From an optimization exercise on the open Yosys and OpenROAD flow, aimed at small area, a short achievable clock period and few clock cycles per item; shortcuts taken in it are not production practice. RTL that was checked went through simulation tests only; none was proved equivalent to the original.

==> cedar <==
==> flow/design.v (excerpt) <==
module cordic_atan2 (
    input  logic        clk,
    input  logic        rst,
    input  logic        in_valid,
    output logic        in_ready,
    input  logic [31:0] in_x,
    input  logic [31:0] in_y,
    output logic        out_valid,
    input  logic        out_ready,
    output logic [31:0] out_angle,
    output logic [31:0] out_mag,
    output logic        out_zero
);
export LEC_CHECK = 0
export ABC_AREA = 1
export CAP_MARGIN = 20
export CORE_MARGIN = 2
export CORE_UTILIZATION = 40
export CTS_CLUSTER_DIAMETER = 100
export CTS_CLUSTER_SIZE = 24
export SLEW_MARGIN = 20
create_clock -name core_clock -period 10.0 [get_ports {clk}]
standard.sh (not shown) runs the stock make flow with config.mk's settings and CLKGATE_MAP_FILE= SYNTH_SCRIPT=/design/flow/synth_recipe.tcl, a recipe that flattens the netlist after the stock synthesis.
==> flow/flow/run.sh <==
#!/bin/bash
# Standard ORFS layout, with timing repair aimed at a tighter setup margin
# and faster buffers on the ports.
set -euo pipefail
bash standard.sh SETUP_SLACK_MARGIN=6.8 "BUFFER_PORTS_ARGS=-buffer_cell sky130_fd_sc_hd__buf_4" finish > make_finish.log 2>&1
==> willow: changes against cedar <==
==> flow/flow/run.sh (replaced) <==
#!/bin/bash
# Standard ORFS layout, with timing repair aimed at a tighter setup margin
# and faster buffers on the ports.
set -euo pipefail
bash standard.sh SETUP_SLACK_MARGIN=6.74 "BUFFER_PORTS_ARGS=-buffer_cell sky130_fd_sc_hd__buf_4" finish > make_finish.log 2>&1
CTS_CLUSTER_DIAMETER = 110   (was 100)
CTS_CLUSTER_SIZE = 28   (was 24)
==> qor summary <==
Outcome: cedar finished clean; willow finished clean
Sequential cell area share: cedar 38.4%; willow 38.8%
Net count, final: cedar 12,400; willow 12,400
Wire length of the first global-routing pass: cedar 435 mm; willow 434 mm
Final worst-path setup slack: cedar 6740 ps; willow 6720 ps
Wire length on met1: cedar 122 mm; willow 122 mm
Startpoint of the tightest hold check path: cedar r13_sy; willow r6_b4
Sum of routed wire length over all layers: cedar 285 mm; willow 283 mm
Maximum clock frequency: cedar 0.307 GHz; willow 0.305 GHz
Ant diodes: cedar 2; willow 5
Depth of the critical timing path with buffers and inverters included: cedar 1; willow 13
R2r startpoint: cedar r4_y[30]; willow r13_y[21]
Met3 wire len: cedar 10.5 mm; willow 10.7 mm
Data required time at the worst endpoint: cedar 8000 ps; willow 10,520 ps
Testbench counts of cedar, summed over its fixed seeds: cycles 664, items 512.
Testbench counts of willow, summed over its fixed seeds: cycles 664, items 512.

========
==> run a <==
Another version of the RTL of cordic_atan2 (not shown whole).
Settings: LEC_CHECK=0, CAP_MARGIN=20, CORE_MARGIN=2, CORE_UTILIZATION=40, SLEW_MARGIN=20; clock period 10.0 ns.
==> flow/flow/run.sh <==
#!/bin/bash
# Standard ORFS layout, with timing repair aimed at a tighter setup margin.
set -euo pipefail
bash standard.sh SETUP_SLACK_MARGIN=7 finish > make_finish.log 2>&1
==> inputs of run b, as changes to run a <==
==> flow/run.sh (new file) <==
#!/bin/bash
# synth_recipe.tcl (not shown) runs the flow's synth.tcl, then flattens the netlist and writes it again
# the make line also repeats each setting of config.mk as NAME=value (left out here)
make -C /OpenROAD-flow-scripts/flow DESIGN_CONFIG=/design/flow/config.mk WORK_HOME=/design/flow/orfs CLKGATE_MAP_FILE= SYNTH_SCRIPT=/design/flow/synth_recipe.tcl finish
- SETUP_SLACK_MARGIN: unset -> 5
removed: flow/flow/run.sh
removed: flow/standard.sh
==> impl_metrics.py <==
metrics = {
    "layout": {
        "syn_to_final_growth_pct": 11.9,
        "final-clk-cell-share_pct": 5.65,
    },
    "critical_path": {
        "crit_fanout": 35,
    },
    "status": {
        "status": "complete, no violations",
    },
}
Source of the figures above: run b

==> impl_metrics.py <==
metrics = {
    "status": {
        "status": "complete, no violations",
    },
    "critical_path": {
        "crit_fanout": 4,
    },
    "layout": {
        "final-clk-cell-share_pct": 4.70,
        "syn_to_final_growth_pct": 34.6,
    },
    "global_routing": {
        "grt_max_degree": 97,
    },
    "routing": {
        "maxUsedRoutingLayer": "met4",
    },
    "die": {
        "die_y_um": 495,
    },
}
Source of the figures above: run a

Function was not checked in any run of this note: the RTL went through the layout flow alone.

========
==> 08-08: inputs <==
Another version of the RTL of cordic_atan2 (not shown whole).
==> flow/config.mk <==
export PLATFORM = sky130hd
export DESIGN_NAME = cordic_atan2
export DESIGN_NICKNAME = cordic_atan2
export VERILOG_FILES = /design/flow/design.v
export SDC_FILE = /design/flow/constraint.sdc
export NUM_CORES = 4
export LEC_CHECK = 0
export ABC_AREA = 1
export CAP_MARGIN = 20
export CORE_MARGIN = 2
export CORE_UTILIZATION = 40
export SLEW_MARGIN = 20
==> flow/constraint.sdc <==
create_clock -name core_clock -period 10.0 [get_ports {clk}]
set_input_delay 2.0000 -clock core_clock [delete_from_list [all_inputs] [get_ports {clk}]]
set_output_delay 2.0000 -clock core_clock [all_outputs]
set_load 0.01 [all_outputs]
==> flow/flow/run.sh <==
#!/bin/bash
# Standard ORFS layout, with timing repair aimed at a tighter setup margin.
set -euo pipefail
bash standard.sh SETUP_SLACK_MARGIN=6.8 finish > make_finish.log 2>&1
==> inputs of 02-11, as changes to 08-08 <==
--- a/flow/config.mk
+++ b/flow/config.mk
@@ -5,8 +5,11 @@
 export SDC_FILE = /design/flow/constraint.sdc
 export NUM_CORES = 4
 export LEC_CHECK = 0
 export ABC_AREA = 1
 export CAP_MARGIN = 20
 export CORE_MARGIN = 2
-export CORE_UTILIZATION = 40
+export CORE_UTILIZATION = 50
+export CTS_CLUSTER_DIAMETER = 60
+export CTS_CLUSTER_SIZE = 24
+export PLACE_DENSITY = 0.7
 export SLEW_MARGIN = 20
==> inputs of 05-15, as changes to 08-08 <==
--- a/flow/design.v
+++ b/flow/design.v
@@ -69,57 +69,56 @@
     output logic        out_valid,
     input  logic        out_ready,
     output logic [31:0] out_angle,
     output logic [31:0] out_mag,
     output logic        out_zero
 );
-    logic run_q, sv_q;
-    wire  adv = ~sv_q;
+    logic run_q;
     wire        fd_f  = in_x[31];
     wire        fd_sy = in_y[31];
     wire [32:0] fd_x = {1'b0, in_x ^ {32{fd_f}}} + {32'b0, fd_f};
     wire [32:0] fd_y = {in_y[31], in_y} ^ {33{fd_f}};
     wire [32:0] fd_y0 = fd_y + {32'b0, fd_f};
     logic [32:0] r0_x;
     logic [32:0] r0_y;
     logic [0:0] r0_f;
     logic [0:0] r0_sy;
     logic r0_v;
     always_ff @(posedge clk) begin
-        if (adv) begin
+        if (run_q) begin
             r0_x <= fd_x;
             r0_y <= fd_y0;
             r0_f <= fd_f;
             r0_sy <= fd_sy;
         end
     end
     always_ff @(posedge clk) begin
         if (rst) r0_v <= 1'b0;
-        else if (adv) r0_v <= in_valid;
+        else if (run_q) r0_v <= in_valid;
     end
     wire i0_d = ~r0_y[32];   
     wire [32:0] i0_x = r0_x + (r0_y[32:0] ^ {33{~i0_d}}) + {32'b0, ~i0_d};
     wire [33:0] i0_y = {{1{r0_y[32]}}, r0_y} + ({1'b0, r0_x[32:0]} ^ {34{i0_d}}) + {33'b0, i0_d};
     logic [32:0] r1_x;
     logic [0:0] r1_f;
     logic [0:0] r1_sy;
     logic [33:0] r1_y;
     logic [0:0] r1_b0;
     logic r1_v;
     always_ff @(posedge clk) begin
-        if (adv) begin
+        if (run_q) begin
             r1_x <= i0_x;
             r1_f <= r0_f;
             r1_sy <= r0_sy;
             r1_y <= i0_y;
             r1_b0 <= i0_d;
         end
     end
     always_ff @(posedge clk) begin
         if (rst) r1_v <= 1'b0;
-        else if (adv) r1_v <= r0_v;
+        else if (run_q) r1_v <= r0_v;
     end
     wire i1_d = ~r1_y[33];   
     wire [32:0] i1_ysh = r1_y[33:1];
     wire [32:0] i1_x = r1_x + (i1_ysh[32:0] ^ {33{~i1_d}}) + {32'b0, ~i1_d};
     wire [32:0] i1_y = r1_y[32:0] + ({1'b0, r1_x[32:1]} ^ {33{i1_d}}) + {32'b0, i1_d};
     logic [32:0] r2_x;
@@ -127,24 +126,24 @@
     logic [0:0] r2_sy;
     logic [0:0] r2_b0;
     logic [32:0] r2_y;
     logic [0:0] r2_b1;
     logic r2_v;
     always_ff @(posedge clk) begin
-        if (adv) begin
+        if (run_q) begin
             r2_x <= i1_x;
             r2_f <= r1_f;
             r2_sy <= r1_sy;
             r2_b0 <= r1_b0;
             r2_y <= i1_y;
             r2_b1 <= i1_d;
         end
     end
     always_ff @(posedge clk) begin
         if (rst) r2_v <= 1'b0;
-        else if (adv) r2_v <= r1_v;
+        else if (run_q) r2_v <= r1_v;
     end
     wire i2_d = ~r2_y[32];   
     wire [30:0] i2_ysh = r2_y[32:2];
     wire [32:0] i2_x = r2_x + ({{2{i2_ysh[30]}}, i2_ysh} ^ {33{~i2_d}}) + {32'b0, ~i2_d};
     wire [31:0] i2_y = r2_y[31:0] + ({1'b0, r2_x[32:2]} ^ {32{i2_d}}) + {31'b0, i2_d};
     logic [32:0] r3_x;
@@ -153,25 +152,25 @@
     logic [0:0] r3_b0;
     logic [0:0] r3_b1;
     logic [31:0] r3_y;
     logic [0:0] r3_b2;
     logic r3_v;
     always_ff @(posedge clk) begin
-        if (adv) begin
+        if (run_q) begin
             r3_x <= i2_x;
             r3_f <= r2_f;
             r3_sy <= r2_sy;
             r3_b0 <= r2_b0;
             r3_b1 <= r2_b1;
             r3_y <= i2_y;
             r3_b2 <= i2_d;
         end
     end
     always_ff @(posedge clk) begin
         if (rst) r3_v <= 1'b0;
-        else if (adv) r3_v <= r2_v;
+        else if (run_q) r3_v <= r2_v;
     end
     wire i3_d = ~r3_y[31];   
     wire [28:0] i3_ysh = r3_y[31:3];
     wire [32:0] i3_x = r3_x + ({{4{i3_ysh[28]}}, i3_ysh} ^ {33{~i3_d}}) + {32'b0, ~i3_d};
     wire [30:0] i3_y = r3_y[30:0] + ({1'b0, r3_x[32:3]} ^ {31{i3_d}}) + {30'b0, i3_d};
     logic [32:0] r4_x;
@@ -181,26 +180,26 @@
     logic [0:0] r4_b1;
     logic [0:0] r4_b2;
     logic [30:0] r4_y;
     logic [0:0] r4_b3;
     logic r4_v;
     always_ff @(posedge clk) begin
-        if (adv) begin
+        if (run_q) begin
             r4_x <= i3_x;
             r4_f <= r3_f;
             r4_sy <= r3_sy;
             r4_b0 <= r3_b0;
             r4_b1 <= r3_b1;
             r4_b2 <= r3_b2;
             r4_y <= i3_y;
             r4_b3 <= i3_d;
         end
     end
     always_ff @(posedge clk) begin
         if (rst) r4_v <= 1'b0;
-        else if (adv) r4_v <= r3_v;
+        else if (run_q) r4_v <= r3_v;
     end
     wire i4_d = ~r4_y[30];   
     wire [26:0] i4_ysh = r4_y[30:4];
     wire [32:0] i4_x = r4_x + ({{6{i4_ysh[26]}}, i4_ysh} ^ {33{~i4_d}}) + {32'b0, ~i4_d};
     wire [29:0] i4_y = r4_y[29:0] + ({1'b0, r4_x[32:4]} ^ {30{i4_d}}) + {29'b0, i4_d};
     logic [32:0] r5_x;
@@ -211,13 +210,13 @@
     logic [0:0] r5_b2;
     logic [0:0] r5_b3;
     logic [29:0] r5_y;
     logic [0:0] r5_b4;
     logic r5_v;
     always_ff @(posedge clk) begin
-        if (adv) begin
+        if (run_q) begin
             r5_x <= i4_x;
             r5_f <= r4_f;
             r5_sy <= r4_sy;
             r5_b0 <= r4_b0;
             r5_b1 <= r4_b1;
             r5_b2 <= r4_b2;
@@ -225,13 +224,13 @@
             r5_y <= i4_y;
             r5_b4 <= i4_d;
         end
     end
     always_ff @(posedge clk) begin
         if (rst) r5_v <= 1'b0;
-        else if (adv) r5_v <= r4_v;
+        else if (run_q) r5_v <= r4_v;
     end
     wire i5_d = ~r5_y[29];   
     wire [24:0] i5_ysh = r5_y[29:5];
     wire [32:0] i5_x = r5_x + ({{8{i5_ysh[24]}}, i5_ysh} ^ {33{~i5_d}}) + {32'b0, ~i5_d};
     wire [28:0] i5_y = r5_y[28:0] + ({1'b0, r5_x[32:5]} ^ {29{i5_d}}) + {28'b0, i5_d};
     logic [32:0] r6_x;
@@ -243,13 +242,13 @@
     logic [0:0] r6_b3;
     logic [0:0] r6_b4;
     logic [28:0] r6_y;
     logic [0:0] r6_b5;
     logic r6_v;
     always_ff @(posedge clk) begin
-        if (adv) begin
+        if (run_q) begin
             r6_x <= i5_x;
             r6_f <= r5_f;
             r6_sy <= r5_sy;
             r6_b0 <= r5_b0;
             r6_b1 <= r5_b1;
             r6_b2 <= r5_b2;
@@ -258,13 +257,13 @@
             r6_y <= i5_y;
             r6_b5 <= i5_d;
         end
     end
     always_ff @(posedge clk) begin
         if (rst) r6_v <= 1'b0;
-        else if (adv) r6_v <= r5_v;
+        else if (run_q) r6_v <= r5_v;
     end
     wire i6_d = ~r6_y[28];   
     wire [22:0] i6_ysh = r6_y[28:6];
     wire [32:0] i6_x = r6_x + ({{10{i6_ysh[22]}}, i6_ysh} ^ {33{~i6_d}}) + {32'b0, ~i6_d};
     wire [27:0] i6_y = r6_y[27:0] + ({1'b0, r6_x[32:6]} ^ {28{i6_d}}) + {27'b0, i6_d};
     logic [32:0] r7_x;
@@ -277,13 +276,13 @@
     logic [0:0] r7_b4;
     logic [0:0] r7_b5;
     logic [27:0] r7_y;
     logic [0:0] r7_b6;
     logic r7_v;
     always_ff @(posedge clk) begin
-        if (adv) begin
+        if (run_q) begin
             r7_x <= i6_x;
             r7_f <= r6_f;
             r7_sy <= r6_sy;
             r7_b0 <= r6_b0;
             r7_b1 <= r6_b1;
             r7_b2 <= r6_b2;
@@ -293,13 +292,13 @@
             r7_y <= i6_y;
             r7_b6 <= i6_d;
         end
     end
     always_ff @(posedge clk) begin
         if (rst) r7_v <= 1'b0;
-        else if (adv) r7_v <= r6_v;
+        else if (run_q) r7_v <= r6_v;
     end
     wire i7_d = ~r7_y[27];   
     wire [20:0] i7_ysh = r7_y[27:7];
     wire [32:0] i7_x = r7_x + ({{12{i7_ysh[20]}}, i7_ysh} ^ {33{~i7_d}}) + {32'b0, ~i7_d};
     wire [26:0] i7_y = r7_y[26:0] + ({1'b0, r7_x[32:7]} ^ {27{i7_d}}) + {26'b0, i7_d};
     logic [32:0] r8_x;
@@ -313,13 +312,13 @@
     logic [0:0] r8_b5;
     logic [0:0] r8_b6;
     logic [26:0] r8_y;
     logic [0:0] r8_b7;
     logic r8_v;
     always_ff @(posedge clk) begin
-        if (adv) begin
+        if (run_q) begin
             r8_x <= i7_x;
             r8_f <= r7_f;
             r8_sy <= r7_sy;
             r8_b0 <= r7_b0;
             r8_b1 <= r7_b1;
             r8_b2 <= r7_b2;
@@ -330,13 +329,13 @@
             r8_y <= i7_y;
             r8_b7 <= i7_d;
         end
     end
     always_ff @(posedge clk) begin
         if (rst) r8_v <= 1'b0;
-        else if (adv) r8_v <= r7_v;
+        else if (run_q) r8_v <= r7_v;
     end
     wire i8_d = ~r8_y[26];   
     wire [18:0] i8_ysh = r8_y[26:8];
     wire [32:0] i8_x = r8_x + ({{14{i8_ysh[18]}}, i8_ysh} ^ {33{~i8_d}}) + {32'b0, ~i8_d};
     wire [25:0] i8_y = r8_y[25:0] + ({1'b0, r8_x[32:8]} ^ {26{i8_d}}) + {25'b0, i8_d};
     logic [32:0] r9_x;
@@ -351,13 +350,13 @@
     logic [0:0] r9_b6;
     logic [0:0] r9_b7;
     logic [25:0] r9_y;
     logic [0:0] r9_b8;
     logic r9_v;
     always_ff @(posedge clk) begin
-        if (adv) begin
+        if (run_q) begin
             r9_x <= i8_x;
             r9_f <= r8_f;
             r9_sy <= r8_sy;
             r9_b0 <= r8_b0;
             r9_b1 <= r8_b1;
             r9_b2 <= r8_b2;
@@ -369,13 +368,13 @@
             r9_y <= i8_y;
             r9_b8 <= i8_d;
         end
     end
     always_ff @(posedge clk) begin
         if (rst) r9_v <= 1'b0;
-        else if (adv) r9_v <= r8_v;
+        else if (run_q) r9_v <= r8_v;
     end
     wire i9_d = ~r9_y[25];   
     wire [16:0] i9_ysh = r9_y[25:9];
     wire [32:0] i9_x = r9_x + ({{16{i9_ysh[16]}}, i9_ysh} ^ {33{~i9_d}}) + {32'b0, ~i9_d};
     wire [24:0] i9_y = r9_y[24:0] + ({1'b0, r9_x[32:9]} ^ {25{i9_d}}) + {24'b0, i9_d};
     logic [32:0] r10_x;
@@ -391,13 +390,13 @@
     logic [0:0] r10_b7;
     logic [0:0] r10_b8;
     logic [24:0] r10_y;
     logic [0:0] r10_b9;
     logic r10_v;
     always_ff @(posedge clk) begin
-        if (adv) begin
+        if (run_q) begin
             r10_x <= i9_x;
             r10_f <= r9_f;
             r10_sy <= r9_sy;
             r10_b0 <= r9_b0;
             r10_b1 <= r9_b1;
             r10_b2 <= r9_b2;
@@ -410,13 +409,13 @@
             r10_y <= i9_y;
             r10_b9 <= i9_d;
         end
     end
     always_ff @(posedge clk) begin
         if (rst) r10_v <= 1'b0;
-        else if (adv) r10_v <= r9_v;
+        else if (run_q) r10_v <= r9_v;
     end
     wire i10_d = ~r10_y[24];   
     wire [14:0] i10_ysh = r10_y[24:10];
     wire [32:0] i10_x = r10_x + ({{18{i10_ysh[14]}}, i10_ysh} ^ {33{~i10_d}}) + {32'b0, ~i10_d};
     wire [23:0] i10_y = r10_y[23:0] + ({1'b0, r10_x[32:10]} ^ {24{i10_d}}) + {23'b0, i10_d};
     logic [32:0] r11_x;
@@ -433,13 +432,13 @@
     logic [0:0] r11_b8;
     logic [0:0] r11_b9;
     logic [23:0] r11_y;
     logic [0:0] r11_b10;
     logic r11_v;
     always_ff @(posedge clk) begin
-        if (adv) begin
+        if (run_q) begin
             r11_x <= i10_x;
             r11_f <= r10_f;
             r11_sy <= r10_sy;
             r11_b0 <= r10_b0;
             r11_b1 <= r10_b1;
             r11_b2 <= r10_b2;
@@ -453,13 +452,13 @@
             r11_y <= i10_y;
             r11_b10 <= i10_d;
         end
     end
     always_ff @(posedge clk) begin
         if (rst) r11_v <= 1'b0;
-        else if (adv) r11_v <= r10_v;
+        else if (run_q) r11_v <= r10_v;
     end
     wire i11_d = ~r11_y[23];   
     wire [12:0] i11_ysh = r11_y[23:11];
     wire [32:0] i11_x = r11_x + ({{20{i11_ysh[12]}}, i11_ysh} ^ {33{~i11_d}}) + {32'b0, ~i11_d};
     wire [22:0] i11_y = r11_y[22:0] + ({1'b0, r11_x[32:11]} ^ {23{i11_d}}) + {22'b0, i11_d};
     logic [32:0] r12_x;
@@ -477,13 +476,13 @@
     logic [0:0] r12_b9;
     logic [0:0] r12_b10;
     logic [22:0] r12_y;
     logic [0:0] r12_b11;
     logic r12_v;
     always_ff @(posedge clk) begin
-        if (adv) begin
+        if (run_q) begin
             r12_x <= i11_x;
             r12_f <= r11_f;
             r12_sy <= r11_sy;
             r12_b0 <= r11_b0;
             r12_b1 <= r11_b1;
             r12_b2 <= r11_b2;
@@ -498,13 +497,13 @@
             r12_y <= i11_y;
             r12_b11 <= i11_d;
         end
     end
     always_ff @(posedge clk) begin
         if (rst) r12_v <= 1'b0;
-        else if (adv) r12_v <= r11_v;
+        else if (run_q) r12_v <= r11_v;
     end
     wire i12_d = ~r12_y[22];   
     wire [10:0] i12_ysh = r12_y[22:12];
     wire [32:0] i12_x = r12_x + ({{22{i12_ysh[10]}}, i12_ysh} ^ {33{~i12_d}}) + {32'b0, ~i12_d};
     wire [21:0] i12_y = r12_y[21:0] + ({1'b0, r12_x[32:12]} ^ {22{i12_d}}) + {21'b0, i12_d};
     logic [32:0] r13_x;
@@ -523,13 +522,13 @@
     logic [0:0] r13_b10;
     logic [0:0] r13_b11;
     logic [21:0] r13_y;
     logic [0:0] r13_b12;
     logic r13_v;
     always_ff @(posedge clk) begin
-        if (adv) begin
+        if (run_q) begin
             r13_x <= i12_x;
             r13_f <= r12_f;
             r13_sy <= r12_sy;
             r13_b0 <= r12_b0;
             r13_b1 <= r12_b1;
             r13_b2 <= r12_b2;
@@ -545,13 +544,13 @@
             r13_y <= i12_y;
             r13_b12 <= i12_d;
         end
     end
     always_ff @(posedge clk) begin
         if (rst) r13_v <= 1'b0;
-        else if (adv) r13_v <= r12_v;
+        else if (run_q) r13_v <= r12_v;
     end
     wire i13_d = ~r13_y[21];   
     wire [8:0] i13_ysh = r13_y[21:13];
     wire [32:0] i13_x = r13_x + ({{24{i13_ysh[8]}}, i13_ysh} ^ {33{~i13_d}}) + {32'b0, ~i13_d};
     wire [20:0] i13_y = r13_y[20:0] + ({1'b0, r13_x[32:13]} ^ {21{i13_d}}) + {20'b0, i13_d};
     logic [32:0] r14_x;
@@ -571,13 +570,13 @@
     logic [0:0] r14_b11;
     logic [0:0] r14_b12;
     logic [20:0] r14_y;
     logic [0:0] r14_b13;
     logic r14_v;
     always_ff @(posedge clk) begin
-        if (adv) begin
+        if (run_q) begin
             r14_x <= i13_x;
             r14_f <= r13_f;
             r14_sy <= r13_sy;
             r14_b0 <= r13_b0;
             r14_b1 <= r13_b1;
             r14_b2 <= r13_b2;
@@ -594,13 +593,13 @@
             r14_y <= i13_y;
             r14_b13 <= i13_d;
         end
     end
     always_ff @(posedge clk) begin
         if (rst) r14_v <= 1'b0;
-        else if (adv) r14_v <= r13_v;
+        else if (run_q) r14_v <= r13_v;
     end
     wire i14_d = ~r14_y[20];   
     wire [6:0] i14_ysh = r14_y[20:14];
     wire [32:0] i14_x = r14_x + ({{26{i14_ysh[6]}}, i14_ysh} ^ {33{~i14_d}}) + {32'b0, ~i14_d};
     wire [19:0] i14_y = r14_y[19:0] + ({1'b0, r14_x[32:14]} ^ {20{i14_d}}) + {19'b0, i14_d};
     logic [32:0] r15_x;
@@ -621,13 +620,13 @@
     logic [0:0] r15_b12;
     logic [0:0] r15_b13;
     logic [19:0] r15_y;
     logic [0:0] r15_b14;
     logic r15_v;
     always_ff @(posedge clk) begin
-        if (adv) begin
+        if (run_q) begin
             r15_x <= i14_x;
             r15_f <= r14_f;
             r15_sy <= r14_sy;
             r15_b0 <= r14_b0;
             r15_b1 <= r14_b1;
             r15_b2 <= r14_b2;
@@ -645,13 +644,13 @@
             r15_y <= i14_y;
             r15_b14 <= i14_d;
         end
     end
     always_ff @(posedge clk) begin
         if (rst) r15_v <= 1'b0;
-        else if (adv) r15_v <= r14_v;
+        else if (run_q) r15_v <= r14_v;
     end
     wire i15_d = ~r15_y[19];   
     wire [4:0] i15_ysh = r15_y[19:15];
     wire [32:0] i15_x = r15_x + ({{28{i15_ysh[4]}}, i15_ysh} ^ {33{~i15_d}}) + {32'b0, ~i15_d};
     logic [32:0] r16_x;
     logic [0:0] r16_f;
@@ -671,13 +670,13 @@
     logic [0:0] r16_b12;
     logic [0:0] r16_b13;
     logic [0:0] r16_b14;
     logic [0:0] r16_b15;
     logic r16_v;
     always_ff @(posedge clk) begin
-        if (adv) begin
+        if (run_q) begin
             r16_x <= i15_x;
             r16_f <= r15_f;
             r16_sy <= r15_sy;
             r16_b0 <= r15_b0;
             r16_b1 <= r15_b1;
             r16_b2 <= r15_b2;
@@ -695,13 +694,13 @@
             r16_b14 <= r15_b14;
             r16_b15 <= i15_d;
         end
     end
     always_ff @(posedge clk) begin
         if (rst) r16_v <= 1'b0;
-        else if (adv) r16_v <= r15_v;
+        else if (run_q) r16_v <= r15_v;
     end
     wire m1_zero = (r16_x == 33'd0);
     wire [48:0] m1_t15_u = {16'b0, r16_x};
     wire [48:0] m1_t15 = {m1_t15_u[33:0], 15'b0};
     wire [48:0] m1_t13_u = {16'b0, r16_x};
     wire [48:0] m1_t13 = {m1_t13_u[35:0], 13'b0};
@@ -730,12 +729,13 @@
     wire [48:0] m1_mc_l2_0_s = m1_mc_l1_0_s ^ m1_mc_l1_0_c ^ m1_mc_l1_1_s;
     wire [48:0] m1_mc_l2_0_m = (m1_mc_l1_0_s & m1_mc_l1_0_c) | (m1_mc_l1_0_s & m1_mc_l1_1_s) | (m1_mc_l1_0_c & m1_mc_l1_1_s);
     wire [48:0] m1_mc_l2_0_c = {m1_mc_l2_0_m[47:0], 1'b0};
     wire [48:0] m1_mc_l3_0_s = m1_mc_l2_0_s ^ m1_mc_l2_0_c ^ m1_mc_l1_1_c;
     wire [48:0] m1_mc_l3_0_m = (m1_mc_l2_0_s & m1_mc_l2_0_c) | (m1_mc_l2_0_s & m1_mc_l1_1_c) | (m1_mc_l2_0_c & m1_mc_l1_1_c);
     wire [48:0] m1_mc_l3_0_c = {m1_mc_l3_0_m[47:0], 1'b0};
+    wire [16:0] m1_lo = {1'b0, m1_mc_l3_0_s[15:0]} + {1'b0, m1_mc_l3_0_c[15:0]};
     wire [2:0] m1_ta_s = {r16_b2, r16_b1, r16_b0};
     wire [19:0] m1_ta =
         ({20{m1_ta_s == 3'd0}} & 20'he41b9) |
         ({20{m1_ta_s == 3'd1}} & 20'hfd3d9) |
         ({20{m1_ta_s == 3'd2}} & 20'hf2f1d) |
         ({20{m1_ta_s == 3'd3}} & 20'hc13d) |
@@ -755,49 +755,51 @@
         ({20{m1_tb_s == 3'd7}} & 20'h6fa0);
     wire [19:0] m1_zlo = {8'b0, r16_b6, r16_b7, r16_b8, r16_b9, r16_b10, r16_b11, r16_b12, r16_b13, r16_b14, r16_b15, 2'b00};
     wire [19:0] m1_zc_l0_0_s = m1_ta ^ m1_tb ^ m1_zlo;
     wire [19:0] m1_zc_l0_0_m = (m1_ta & m1_tb) | (m1_ta & m1_zlo) | (m1_tb & m1_zlo);
     wire [19:0] m1_zc_l0_0_c = {m1_zc_l0_0_m[18:0], 1'b0};
     wire [19:0] m1_theta = m1_zc_l0_0_s + m1_zc_l0_0_c;
-    logic [48:0] r17_ms;
-    logic [48:0] r17_mc;
+    logic [32:0] r17_ms;
+    logic [32:0] r17_mc;
+    logic [0:0] r17_mci;
     logic [19:0] r17_theta;
     logic [0:0] r17_zero;
     logic [0:0] r17_f;
     logic [0:0] r17_sy;
     logic r17_v;
     always_ff @(posedge clk) begin
-        if (adv) begin
-            r17_ms <= m1_mc_l3_0_s;
-            r17_mc <= m1_mc_l3_0_c;
+        if (run_q) begin
+            r17_ms <= m1_mc_l3_0_s[48:16];
+            r17_mc <= m1_mc_l3_0_c[48:16];
+            r17_mci <= m1_lo[16];
             r17_theta <= m1_theta;
             r17_zero <= m1_zero;
             r17_f <= r16_f;
             r17_sy <= r16_sy;
         end
     end
     always_ff @(posedge clk) begin
         if (rst) r17_v <= 1'b0;
-        else if (adv) r17_v <= r16_v;
+        else if (run_q) r17_v <= r16_v;
     end
-    wire [48:0] m2_s = r17_ms + r17_mc;
-    wire        m2_sat = m2_s[48] | m2_s[47];
-    wire [30:0] m2_mag = m2_sat ? 31'h7FFF_FFFF : m2_s[46:16];
+    wire [32:0] m2_s = r17_ms + r17_mc + {32'b0, r17_mci};
+    wire        m2_sat = m2_s[32] | m2_s[31];
+    wire [30:0] m2_mag = m2_sat ? 31'h7FFF_FFFF : m2_s[30:0];
     wire        m2_pos = ~r17_theta[19] & (|r17_theta);
     logic [19:0] m2_off;
     always_comb begin
         if (!r17_f)            m2_off = 20'h0;
         else if (r17_sy) m2_off = m2_pos ? 20'hcdbc1 : 20'h32440;
         else              m2_off = m2_pos ? 20'hcdbc0 : 20'h3243f;
     end
     wire [19:0] m2_ang = r17_theta + m2_off;
     wire [31:0] m2_angle = r17_zero ? 32'h0 : {{12{m2_ang[19]}}, m2_ang};
-    logic        ov_q;
+    logic        ov_q, sv_q;
     logic [31:0] oa_q, om_q, sa_q, sm_q;
     logic        oz_q, sz_q;
-    wire push = adv & r17_v;
+    wire push = run_q & r17_v;
     wire pop  = ov_q & out_ready;
     logic ov_d, sv_d;
     always_comb begin
         if (ov_q & ~pop) begin
             ov_d = 1'b1;
             sv_d = sv_q | push;
==> flow/flow/run.sh (replaced) <==
#!/bin/bash
# Standard ORFS layout, with timing repair aimed at a tighter setup margin.
set -euo pipefail
bash standard.sh SETUP_SLACK_MARGIN=7.2 finish > make_finish.log 2>&1
==> summary of the runs <==
- 08-08 finished clean. 02-11 produced a clean layout. 05-15 went through all stages and came out clean.
- Of 02-11 and 08-08, 08-08 has the higher die area (gap about 20%, measured against 08-08).
- Synthesized cell count: 05-15 is higher than 08-08 (about 1.5%).
- In 05-15 the synthesized area is higher than in 08-08, by 0.28%.
- Of 05-15 and 02-11, 05-15 has the higher routed wire length (gap about 12%, measured against 02-11).
- Design area, lowest first: 02-11, 08-08, 05-15.
Testbench counts of 08-08, summed over its fixed seeds: cycles 664, items 512.
Testbench counts of 02-11, summed over its fixed seeds: cycles 664, items 512.
For 05-15, only the layout was checked, not whether the RTL still works.

[port drivers added, routing unchanged]
The flow's constraints put no driver on any port. The routed layouts listed below were extracted and timed again, unchanged, in two steps.
Step 1 sets driving cells, clkbuf_16 on the clock port and buf_2 on the other inputs (assumed; they add their load-dependent delay and slew).
Step 2 adds t to the input delays and takes it off the output delays; t is the mean of the earliest and latest rising clock arrival at the registers after step 1. Input paths then give back, and output paths get back, about the clock's delay inside the block.
Slacks: no drivers / after step 1 / after step 2; pairs: no drivers / after step 1.
run	shift t [ns]	slack for setup (ns)	worst setup path at the end
cedar	0.848	6.741 / 6.642 / 6.145	input to register
willow	0.846	6.721 / 6.654 / 6.089	input to register
run a	0.910	5.395 / 5.395 / 5.395	register to register
run b	0.901	5.210 / 5.210 / 5.210	register to register
08-08	0.926	6.653 / 6.562 / 5.882	input to register
02-11	0.879	6.588 / 6.588 / 5.851	input to register
05-15	0.926	6.518 / 6.425 / 5.798	input to register
After both steps setup and hold are still met in every run listed. For 08-08, which loses most, drivers alone change the setup slack by -0.091 ns; drivers and shift together by -0.771 ns.
